This design comes from an exercise in tuning for small area, a short achievable clock period and few clock cycles per item on the open sky130 flow, not from production work.
RTL that was checked went through simulation tests only; none was proved equivalent to the original.
Power and IR drop assume default switching activity.

Setup of v6:
==> flow/design.v <==
`default_nettype none
package pix_pkg;
  localparam int pix_w = 8;
  localparam int grad_w = 11;
  localparam int mag_max = 255;
  localparam int kern_mid = 2;
  typedef logic [pix_w-1:0] pix_t;
  typedef struct packed {
    pix_t r;
    pix_t g;
    pix_t b;
  } rgb_t;
  typedef logic [9*pix_w-1:0] win_t;
  typedef struct packed {
    rgb_t rgb;
    pix_t grey;
    logic edge_mode;
  } dec_t;
  typedef struct packed {
    win_t win;
    rgb_t rgb;
    logic edge_mode;
  } win_beat_t;
  typedef struct packed {
    pix_t edge_val;
    rgb_t rgb;
    logic edge_mode;
  } res_t;
endpackage
`default_nettype wire
`default_nettype none
package frame_pkg;
  localparam int frame_cols = 32;
  localparam int frame_rows = 16;
  localparam int col_w = (frame_cols > 1) ? $clog2(frame_cols) : 1;
  localparam int row_w = (frame_rows > 1) ? $clog2(frame_rows) : 1;
endpackage
`default_nettype wire
`default_nettype none
module edge_top (
  input  logic       clk,
  input  logic       rst_n,
  input  logic       edge_en,
  input  logic       in_valid,
  input  logic       in_sof,
  input  logic [7:0] in_r,
  input  logic [7:0] in_g,
  input  logic [7:0] in_b,
  output logic       in_ready,
  output logic       out_valid,
  output logic       out_sof,
  output logic [7:0] out_r,
  output logic [7:0] out_g,
  output logic [7:0] out_b,
  input  logic       out_ready
);
  localparam int cols = frame_pkg::frame_cols;
  localparam int rows = frame_pkg::frame_rows;
  localparam int npix = cols * rows;
  localparam int depth = 2 * cols + 1;
  localparam int lag = cols + 2;
  localparam int hd_last = npix + lag - 1;
  logic        ir_v;
  logic        ir_sof;
  logic        ir_edge;
  logic [23:0] ir_d;       
  logic        fmode;      
  logic [9:0]  hd;
  logic        f_zero, f_last, f_valid, f_sof, f_left, f_right;
  logic        f_top, f_bot, f_ptop;
  localparam int ring = depth - 1;
  logic [7:0]        ch0;
  logic [8*ring-1:0] rg;
  logic [4:0]        rot;
  logic        cv;         
  logic        c_sof;
  logic        c_right;
  logic [9:0]  pt;         
  logic [9:0]  d1, d2, d3;         
  logic signed [8:0]  v1, vp;      
  logic signed [10:0] gsum;        
  logic        g_v;
  logic        g_sof;
  logic signed [10:0] gx;
  logic signed [10:0] gy;
  logic        s_v;
  logic        s_sof;
  logic [5:0]  s_lo;       
  logic [4:0]  s_hi;       
  logic        s_big;      
  logic        m_v;
  logic        m_sof;
  logic [7:0]  m_val;
  logic        skid_v;
  logic [24:0] skid_d;
  logic        in_ready_r;
  assign in_ready = in_ready_r;
  logic       in_mode;
  logic [8:0] rb_sum;
  assign in_mode = in_sof ? edge_en : fmode;
  assign rb_sum  = {1'b0, in_r} + {1'b0, in_b};
  logic adv;
  logic e_go;
  logic p_go;
  logic sh;
  logic al;
  logic p_v;
  logic out_en;
  logic busy;
  assign busy   = cv || g_v || s_v || m_v;
  assign adv    = !skid_v;
  assign al     = (rot == 5'd0) || f_zero;
  assign e_go   = adv && al && ir_v && ir_edge && (!hd[9] || f_last);
  assign p_go   = adv && ir_v && !ir_edge && f_zero && !busy;
  assign sh     = adv && al && (hd[9] || (ir_v && ir_edge));
  assign p_v    = (adv && m_v) || p_go;
  assign out_en = !out_valid || out_ready;
  logic ir_v_n;
  logic ir_edge_n;
  logic skid_v_n;
  logic out_v_n;
  logic tail_n;
  logic last_n;
  logic zero_n;
  logic busy_n;
  logic al_n;
  always_comb begin
    ir_v_n    = in_ready_r ? in_valid : ir_v;
    ir_edge_n = in_ready_r ? in_mode : ir_edge;
    if (out_en) begin
      out_v_n  = skid_v || p_v;
      skid_v_n = 1'b0;
    end else begin
      out_v_n  = 1'b1;
      skid_v_n = skid_v || p_v;
    end
    if (sh) begin
      tail_n = !f_last && (hd[9] || hd[8:0] == 9'h1ff);
      last_n = !f_last && (hd == 10'(hd_last - 1));
      zero_n = f_last && !e_go;
    end else begin
      tail_n = hd[9];
      last_n = f_last;
      zero_n = f_zero;
    end
    busy_n = adv ? ((sh && f_valid) || cv || g_v || s_v) : busy;
    al_n   = sh || (rot == 5'(cols - 1)) || zero_n;
  end
  always_ff @(posedge clk) begin
    if (!rst_n) begin
      ir_v       <= 1'b0;
      cv         <= 1'b0;
      g_v        <= 1'b0;
      s_v        <= 1'b0;
      m_v        <= 1'b0;
      out_valid  <= 1'b0;
      skid_v     <= 1'b0;
      in_ready_r <= 1'b1;
    end else begin
      ir_v       <= ir_v_n;
      if (adv) begin
        cv  <= sh && f_valid;
        g_v <= cv;
        s_v <= g_v;
        m_v <= s_v;
      end
      out_valid  <= out_v_n;
      skid_v     <= skid_v_n;
      in_ready_r <= !ir_v_n || (!skid_v_n && (ir_edge_n ? (al_n && (!tail_n || last_n))
                                                        : (zero_n && !busy_n)));
    end
  end
  always_ff @(posedge clk) begin
    if (!rst_n) begin
      hd     <= '0;
      f_zero <= 1'b1;
      f_last <= 1'b0;
    end else if (sh) begin
      hd     <= f_last ? {9'd0, e_go} : hd + 10'd1;
      f_zero <= f_last && !e_go;
      f_last <= !f_last && (hd == 10'(hd_last - 1));
    end
  end
  always_ff @(posedge clk) begin
    if (!rst_n) begin
      f_valid <= 1'b0;
      f_sof   <= 1'b0;
      f_left  <= 1'b0;
      f_right <= 1'b0;
      f_top   <= 1'b0;
      f_bot   <= 1'b0;
      f_ptop  <= 1'b0;
    end else if (sh) begin
      f_valid <= !f_last && (hd >= 10'(lag - 1));
      f_sof   <= !f_last && (hd == 10'(lag - 1));
      f_left  <= !f_last && (hd[4:0] == 5'((lag - 1) % cols));
      f_right <= f_last ? e_go : (hd[4:0] == 5'((lag - 2) % cols));
      f_top   <= f_ptop;
      f_bot   <= !f_last && (hd >= 10'(npix + lag - 2 - cols)) && (hd < 10'(npix + lag - 2));
      f_ptop  <= !f_last && (hd >= 10'(lag - 3)) && (hd < 10'(lag - 3 + cols));
    end
  end
  always_ff @(posedge clk) begin
    if (in_ready_r) begin
      ir_sof  <= in_sof;
      ir_edge <= in_mode;
      ir_d    <= {in_mode ? rb_sum[8:1] : in_r, in_g, in_b};
      if (in_valid && in_sof) begin
        fmode <= edge_en;
      end
    end
  end
  logic [8:0] grey_sum;
  logic [7:0] bot;
  logic [7:0] top;
  logic [7:0] nmid;
  logic [7:0] ntop;
  logic [7:0] tz;
  logic [7:0] bz;
  logic [7:0] ntz;
  assign grey_sum = {1'b0, ir_d[23:16]} + {1'b0, ir_d[15:8]};
  assign bot  = ch0;
  assign top  = rg[8*(2*cols-1) +: 8];
  assign nmid = rg[8*(cols-2) +: 8];
  assign ntop = rg[8*(2*cols-2) +: 8];
  assign tz   = f_top ? 8'h00 : top;
  assign bz   = f_bot ? 8'h00 : bot;
  assign ntz  = f_ptop ? 8'h00 : ntop;
  always_ff @(posedge clk) begin
    rot <= sh ? 5'd0 : rot + 5'd1;
    rg  <= {rg[8*(2*cols-1)-1:8*cols], sh ? rg[8*(cols-1) +: 8] : rg[8*(2*cols-1) +: 8],
            rg[8*(cols-1)-1:0],        sh ? ch0 : rg[8*(cols-1) +: 8]};
    if (sh) begin
      ch0     <= grey_sum[8:1];
      pt      <= {2'b00, ntz} + {1'b0, nmid, 1'b0};
      d1      <= pt + {2'b00, bz};
      d2      <= d1;
      d3      <= f_left ? 10'd0 : d2;
      v1      <= $signed({1'b0, bz}) - $signed({1'b0, tz});
      vp      <= f_right ? 9'sd0 : v1;
      gsum    <= 11'(vp) + (11'(v1) <<< 1);
      c_sof   <= f_sof;
      c_right <= f_right;
    end
  end
  always_ff @(posedge clk) begin
    if (adv) begin
      g_sof <= c_sof;
      gx    <= $signed({1'b0, c_right ? 10'd0 : d1}) - $signed({1'b0, d3});
      gy    <= gsum + (c_right ? 11'sd0 : 11'(v1));
    end
  end
  logic [9:0] ax;
  logic [9:0] ay;
  assign ax = gx[9:0] ^ {10{gx[10]}};
  assign ay = gy[9:0] ^ {10{gy[10]}};
  always_ff @(posedge clk) begin
    if (adv) begin
      s_sof <= g_sof;
      s_lo  <= {2'b00, ax[3:0]} + {2'b00, ay[3:0]} + {5'd0, gx[10]} + {5'd0, gy[10]};
      s_hi  <= {1'b0, ax[7:4]} + {1'b0, ay[7:4]};
      s_big <= (ax[9:8] != 2'b00) || (ay[9:8] != 2'b00);
    end
  end
  logic [5:0] m_top;
  assign m_top = {1'b0, s_hi} + {4'd0, s_lo[5:4]};
  always_ff @(posedge clk) begin
    if (adv) begin
      m_sof <= s_sof;
      m_val <= (s_big || m_top[5:4] != 2'b00) ? 8'hff : {m_top[3:0], s_lo[3:0]};
    end
  end
  logic [24:0] p_data;
  assign p_data = m_v ? {m_sof, m_val, m_val, m_val} : {ir_sof, ir_d};
  always_ff @(posedge clk) begin
    if (out_en) begin
      {out_sof, out_r, out_g, out_b} <= skid_v ? skid_d : p_data;
    end
    if (!skid_v) begin
      skid_d <= p_data;
    end
  end
endmodule
`default_nettype wire
clock: 4.5 ns
lec_check: 0
cap_margin: 20
core_margin: 2
core_utilization: 60
cts_buf_list: sky130_fd_sc_hd__clkbuf_8
cts_cluster_size: 14
setup_slack_margin: 2.4
slew_margin: 20
run.sh (not shown) runs the stock make flow with config.mk's settings and CLKGATE_MAP_FILE= SYNTH_SCRIPT=/design/flow/synth_recipe.tcl, a recipe that flattens the netlist after the stock synthesis.
v6 has completed all stages; timing, DRC and antenna checks passed.
Input changes introduced in v7 (baseline for comparison: v6):
--- a/flow/design.v
+++ b/flow/design.v
@@ -66,14 +66,11 @@
   logic [23:0] ir_d;       
   logic        fmode;      
   logic [9:0]  hd;
   logic        f_zero, f_last, f_valid, f_sof, f_left, f_right;
   logic        f_top, f_bot, f_ptop;
-  localparam int ring = depth - 1;
-  logic [7:0]        ch0;
-  logic [8*ring-1:0] rg;
-  logic [4:0]        rot;
+  logic [8*depth-1:0] ch;  
   logic        cv;         
   logic        c_sof;
   logic        c_right;
   logic [9:0]  pt;         
   logic [9:0]  d1, d2, d3;         
@@ -101,31 +98,28 @@
   assign rb_sum  = {1'b0, in_r} + {1'b0, in_b};
   logic adv;
   logic e_go;
   logic p_go;
   logic sh;
-  logic al;
   logic p_v;
   logic out_en;
   logic busy;
   assign busy   = cv || g_v || s_v || m_v;
   assign adv    = !skid_v;
-  assign al     = (rot == 5'd0) || f_zero;
-  assign e_go   = adv && al && ir_v && ir_edge && (!hd[9] || f_last);
+  assign e_go   = adv && ir_v && ir_edge && (!hd[9] || f_last);
   assign p_go   = adv && ir_v && !ir_edge && f_zero && !busy;
-  assign sh     = adv && al && (hd[9] || (ir_v && ir_edge));
+  assign sh     = adv && (hd[9] || (ir_v && ir_edge));
   assign p_v    = (adv && m_v) || p_go;
   assign out_en = !out_valid || out_ready;
   logic ir_v_n;
   logic ir_edge_n;
   logic skid_v_n;
   logic out_v_n;
   logic tail_n;
   logic last_n;
   logic zero_n;
   logic busy_n;
-  logic al_n;
   always_comb begin
     ir_v_n    = in_ready_r ? in_valid : ir_v;
     ir_edge_n = in_ready_r ? in_mode : ir_edge;
     if (out_en) begin
       out_v_n  = skid_v || p_v;
@@ -142,11 +136,10 @@
       tail_n = hd[9];
       last_n = f_last;
       zero_n = f_zero;
     end
     busy_n = adv ? ((sh && f_valid) || cv || g_v || s_v) : busy;
-    al_n   = sh || (rot == 5'(cols - 1)) || zero_n;
   end
   always_ff @(posedge clk) begin
     if (!rst_n) begin
       ir_v       <= 1'b0;
       cv         <= 1'b0;
@@ -164,11 +157,11 @@
         s_v <= g_v;
         m_v <= s_v;
       end
       out_valid  <= out_v_n;
       skid_v     <= skid_v_n;
-      in_ready_r <= !ir_v_n || (!skid_v_n && (ir_edge_n ? (al_n && (!tail_n || last_n))
+      in_ready_r <= !ir_v_n || (!skid_v_n && (ir_edge_n ? (!tail_n || last_n)
                                                         : (zero_n && !busy_n)));
     end
   end
   always_ff @(posedge clk) begin
     if (!rst_n) begin
@@ -217,23 +210,20 @@
   logic [7:0] ntop;
   logic [7:0] tz;
   logic [7:0] bz;
   logic [7:0] ntz;
   assign grey_sum = {1'b0, ir_d[23:16]} + {1'b0, ir_d[15:8]};
-  assign bot  = ch0;
-  assign top  = rg[8*(2*cols-1) +: 8];
-  assign nmid = rg[8*(cols-2) +: 8];
-  assign ntop = rg[8*(2*cols-2) +: 8];
+  assign bot  = ch[0 +: 8];
+  assign top  = ch[8*(2*cols) +: 8];
+  assign nmid = ch[8*(cols-1) +: 8];
+  assign ntop = ch[8*(2*cols-1) +: 8];
   assign tz   = f_top ? 8'h00 : top;
   assign bz   = f_bot ? 8'h00 : bot;
   assign ntz  = f_ptop ? 8'h00 : ntop;
   always_ff @(posedge clk) begin
-    rot <= sh ? 5'd0 : rot + 5'd1;
-    rg  <= {rg[8*(2*cols-1)-1:8*cols], sh ? rg[8*(cols-1) +: 8] : rg[8*(2*cols-1) +: 8],
-            rg[8*(cols-1)-1:0],        sh ? ch0 : rg[8*(cols-1) +: 8]};
     if (sh) begin
-      ch0     <= grey_sum[8:1];
+      ch      <= {ch[8*(depth-1)-1:0], grey_sum[8:1]};
       pt      <= {2'b00, ntz} + {1'b0, nmid, 1'b0};
       d1      <= pt + {2'b00, bz};
       d2      <= d1;
       d3      <= f_left ? 10'd0 : d2;
       v1      <= $signed({1'b0, bz}) - $signed({1'b0, tz});
==> comparison <==
Total congestion overflow after global routing came out exactly the same in v6 and v7. Going from v6 to v7, number of DRC markers after the initial detailed-route iteration has increased, routed length per instance now sits higher, cell area after layout rose by 4800 um^2, internal power contribution now larger. | register-to-register setup slack | v7 vs v6 | 150 ps higher |. Delta (v7 minus v6): power density normalized to cell area has decreased, overall track demand over capacity in global routing decreased by 0.46 points relative to the old numbers, count of sequential standard cells went down by 5. [diff] worst hold slack, v7 relative to v6: improvement. In the reports for v6 and v7, the larger met2 global-route usage belongs to v6. Relative to v6, the met1 layer wirelength in the final routing of v7 is higher by 21%. v6 -> v7: count of placed standard cells including taps increased slightly.
Testbench counts of v7, summed over its fixed seeds: cycles 34,199, pixels 32,768.
Function not checked in v6: the RTL went through the layout flow alone.

* * *

## red
// edge_top: RTL as listed in full above, without the edits since
clock: 4.5 ns
lec_check: 0
cap_margin: 20
core_margin: 2
core_utilization: 60
setup_slack_margin: 2.4
slew_margin: 20
Relative to red, the following input files were edited for blue:
-- flow/design.v --
<<< red, line 68
  logic [9:0]  hd;
  logic        f_zero, f_last, f_valid, f_sof, f_left, f_right;
  logic        f_top, f_bot, f_ptop;
  localparam int ring = depth - 1;
  logic [7:0]        ch0;
>>> blue, line 68
  logic [9:0]  hd;
  logic        f_zero, f_last, f_valid, f_sof, f_left, f_right;
  logic        f_top, f_ptop;
  localparam int ring = depth - 1;
  logic [7:0]        ch0;
<<< red, line 75
  logic        cv;         
  logic        c_sof;
  logic        c_right;
  logic [9:0]  pt;         
  logic [9:0]  d1, d2, d3;         
>>> blue, line 75
  logic        cv;         
  logic        c_sof;
  logic        c_right;    
  logic        c_right_y;  
  logic [9:0]  pt;         
  logic [9:0]  d1, d2, d3;         
<<< red, line 189
      f_right <= 1'b0;
      f_top   <= 1'b0;
      f_bot   <= 1'b0;
      f_ptop  <= 1'b0;
    end else if (sh) begin
>>> blue, line 190
      f_right <= 1'b0;
      f_top   <= 1'b0;
      f_ptop  <= 1'b0;
    end else if (sh) begin
<<< red, line 197
      f_right <= f_last ? e_go : (hd[4:0] == 5'((lag - 2) % cols));
      f_top   <= f_ptop;
      f_bot   <= !f_last && (hd >= 10'(npix + lag - 2 - cols)) && (hd < 10'(npix + lag - 2));
      f_ptop  <= !f_last && (hd >= 10'(lag - 3)) && (hd < 10'(lag - 3 + cols));
    end
>>> blue, line 197
      f_right <= f_last ? e_go : (hd[4:0] == 5'((lag - 2) % cols));
      f_top   <= f_ptop;
      f_ptop  <= !f_last && (hd >= 10'(lag - 3)) && (hd < 10'(lag - 3 + cols));
    end
<<< red, line 217
  logic [7:0] ntop;
  logic [7:0] tz;
  logic [7:0] bz;
  logic [7:0] ntz;
  assign grey_sum = {1'b0, ir_d[23:16]} + {1'b0, ir_d[15:8]};
>>> blue, line 216
  logic [7:0] ntop;
  logic [7:0] tz;
  logic [7:0] ntz;
  assign grey_sum = {1'b0, ir_d[23:16]} + {1'b0, ir_d[15:8]};
<<< red, line 225
  assign ntop = rg[8*(2*cols-2) +: 8];
  assign tz   = f_top ? 8'h00 : top;
  assign bz   = f_bot ? 8'h00 : bot;
  assign ntz  = f_ptop ? 8'h00 : ntop;
  always_ff @(posedge clk) begin
>>> blue, line 223
  assign ntop = rg[8*(2*cols-2) +: 8];
  assign tz   = f_top ? 8'h00 : top;
  assign ntz  = f_ptop ? 8'h00 : ntop;
  always_ff @(posedge clk) begin
<<< red, line 232
            rg[8*(cols-1)-1:0],        sh ? ch0 : rg[8*(cols-1) +: 8]};
    if (sh) begin
      ch0     <= grey_sum[8:1];
      pt      <= {2'b00, ntz} + {1'b0, nmid, 1'b0};
      d1      <= pt + {2'b00, bz};
      d2      <= d1;
      d3      <= f_left ? 10'd0 : d2;
      v1      <= $signed({1'b0, bz}) - $signed({1'b0, tz});
      vp      <= f_right ? 9'sd0 : v1;
      gsum    <= 11'(vp) + (11'(v1) <<< 1);
>>> blue, line 229
            rg[8*(cols-1)-1:0],        sh ? ch0 : rg[8*(cols-1) +: 8]};
    if (sh) begin
      ch0     <= (hd[9] && !f_last) ? 8'h00 : grey_sum[8:1];
      pt      <= {2'b00, ntz} + {1'b0, nmid, 1'b0};
      d1      <= pt + {2'b00, bot};
      d2      <= d1;
      d3      <= f_left ? 10'd0 : d2;
      v1      <= $signed({1'b0, bot}) - $signed({1'b0, tz});
      vp      <= f_right ? 9'sd0 : v1;
      gsum    <= 11'(vp) + (11'(v1) <<< 1);
<<< red, line 245
  end
  always_ff @(posedge clk) begin
    if (adv) begin
      g_sof <= c_sof;
      gx    <= $signed({1'b0, c_right ? 10'd0 : d1}) - $signed({1'b0, d3});
      gy    <= gsum + (c_right ? 11'sd0 : 11'(v1));
    end
  end
>>> blue, line 242
  end
  always_ff @(posedge clk) begin
    if (!rst_n) begin
      c_right_y <= 1'b0;
    end else if (sh) begin
      c_right_y <= f_right;
    end
  end
  always_ff @(posedge clk) begin
    if (adv) begin
      g_sof <= c_sof;
      gx    <= $signed({1'b0, c_right ? 10'd0 : d1}) - $signed({1'b0, d3});
      gy    <= gsum + (c_right_y ? 11'sd0 : 11'(v1));
    end
  end
Notes after the runs:
- Simple-gate share of the synthesized area in blue is 0.83 points lower than in red
- Of red and blue, the run reporting the higher core utilization was red.
- For the share of the cycle needed by the critical path after routing, blue came in 2.6 points lower than red did.
- blue vs red — routed wire length dropped by a few percent
- From red to blue the numbers moved as follows: final number of setup-violating endpoints about even; met3 track utilization from global routing fell 0.57 points; reg-to-reg setup timing slack now sits higher.
- Per the comparison of blue with red, slack of the critical path has increased, sum of met2 wire segment lengths after detailed routing shrank by about 6%.
- Normalized max-slew margin delta (blue − red): unfavourable
- Summary: worst hold-check slack, blue worse than red
Testbench counts of blue, summed over its fixed seeds: cycles 34,199, pixels 32,768.
Only the layout flow was run in red; the RTL was not checked for function there.

## afterwards: timing with drivers on the ports
How much do the figures lean on ideal ports? The routed layouts below were timed once more, with nothing changed but the port constraints. Step 1 assumes that a clkbuf_16 drives the clock port and a buf_2 every other input. Step 2 adds t to the input delays and takes it off the output delays; t is the mean of the earliest and latest rising clock arrival at the registers after step 1. Input paths then give back, and output paths get back, about the clock's delay inside the block. Three values: ideal, step 1, step 2; two values: the first two.
run | shift t [ns] | slack for setup (ns) | worst hold slack (ns) | slew at the worst register clock pin (ns) | worst data-port slew with drivers (ns)
v6 | 0.723 | 2.188 / 2.188 / 1.744 | 0.312 / 0.312 / 0.312 | 0.07 / 0.07 | 0.06
v7 | 0.745 | 2.340 / 2.287 / 1.681 | 0.399 / 0.399 / 0.399 | 0.07 / 0.07 | 0.07
red | 0.634 | 2.127 / 2.127 / 1.818 | 0.322 / 0.322 / 0.322 | 0.07 / 0.07 | 0.06
blue | 0.633 | 2.244 / 2.244 / 1.843 | 0.316 / 0.316 / 0.316 | 0.07 / 0.07 | 0.05
After both steps every run listed still meets setup and hold. The setup slack of v7, which loses most, moves by -0.053 ns with the drivers and by -0.659 ns with both steps.
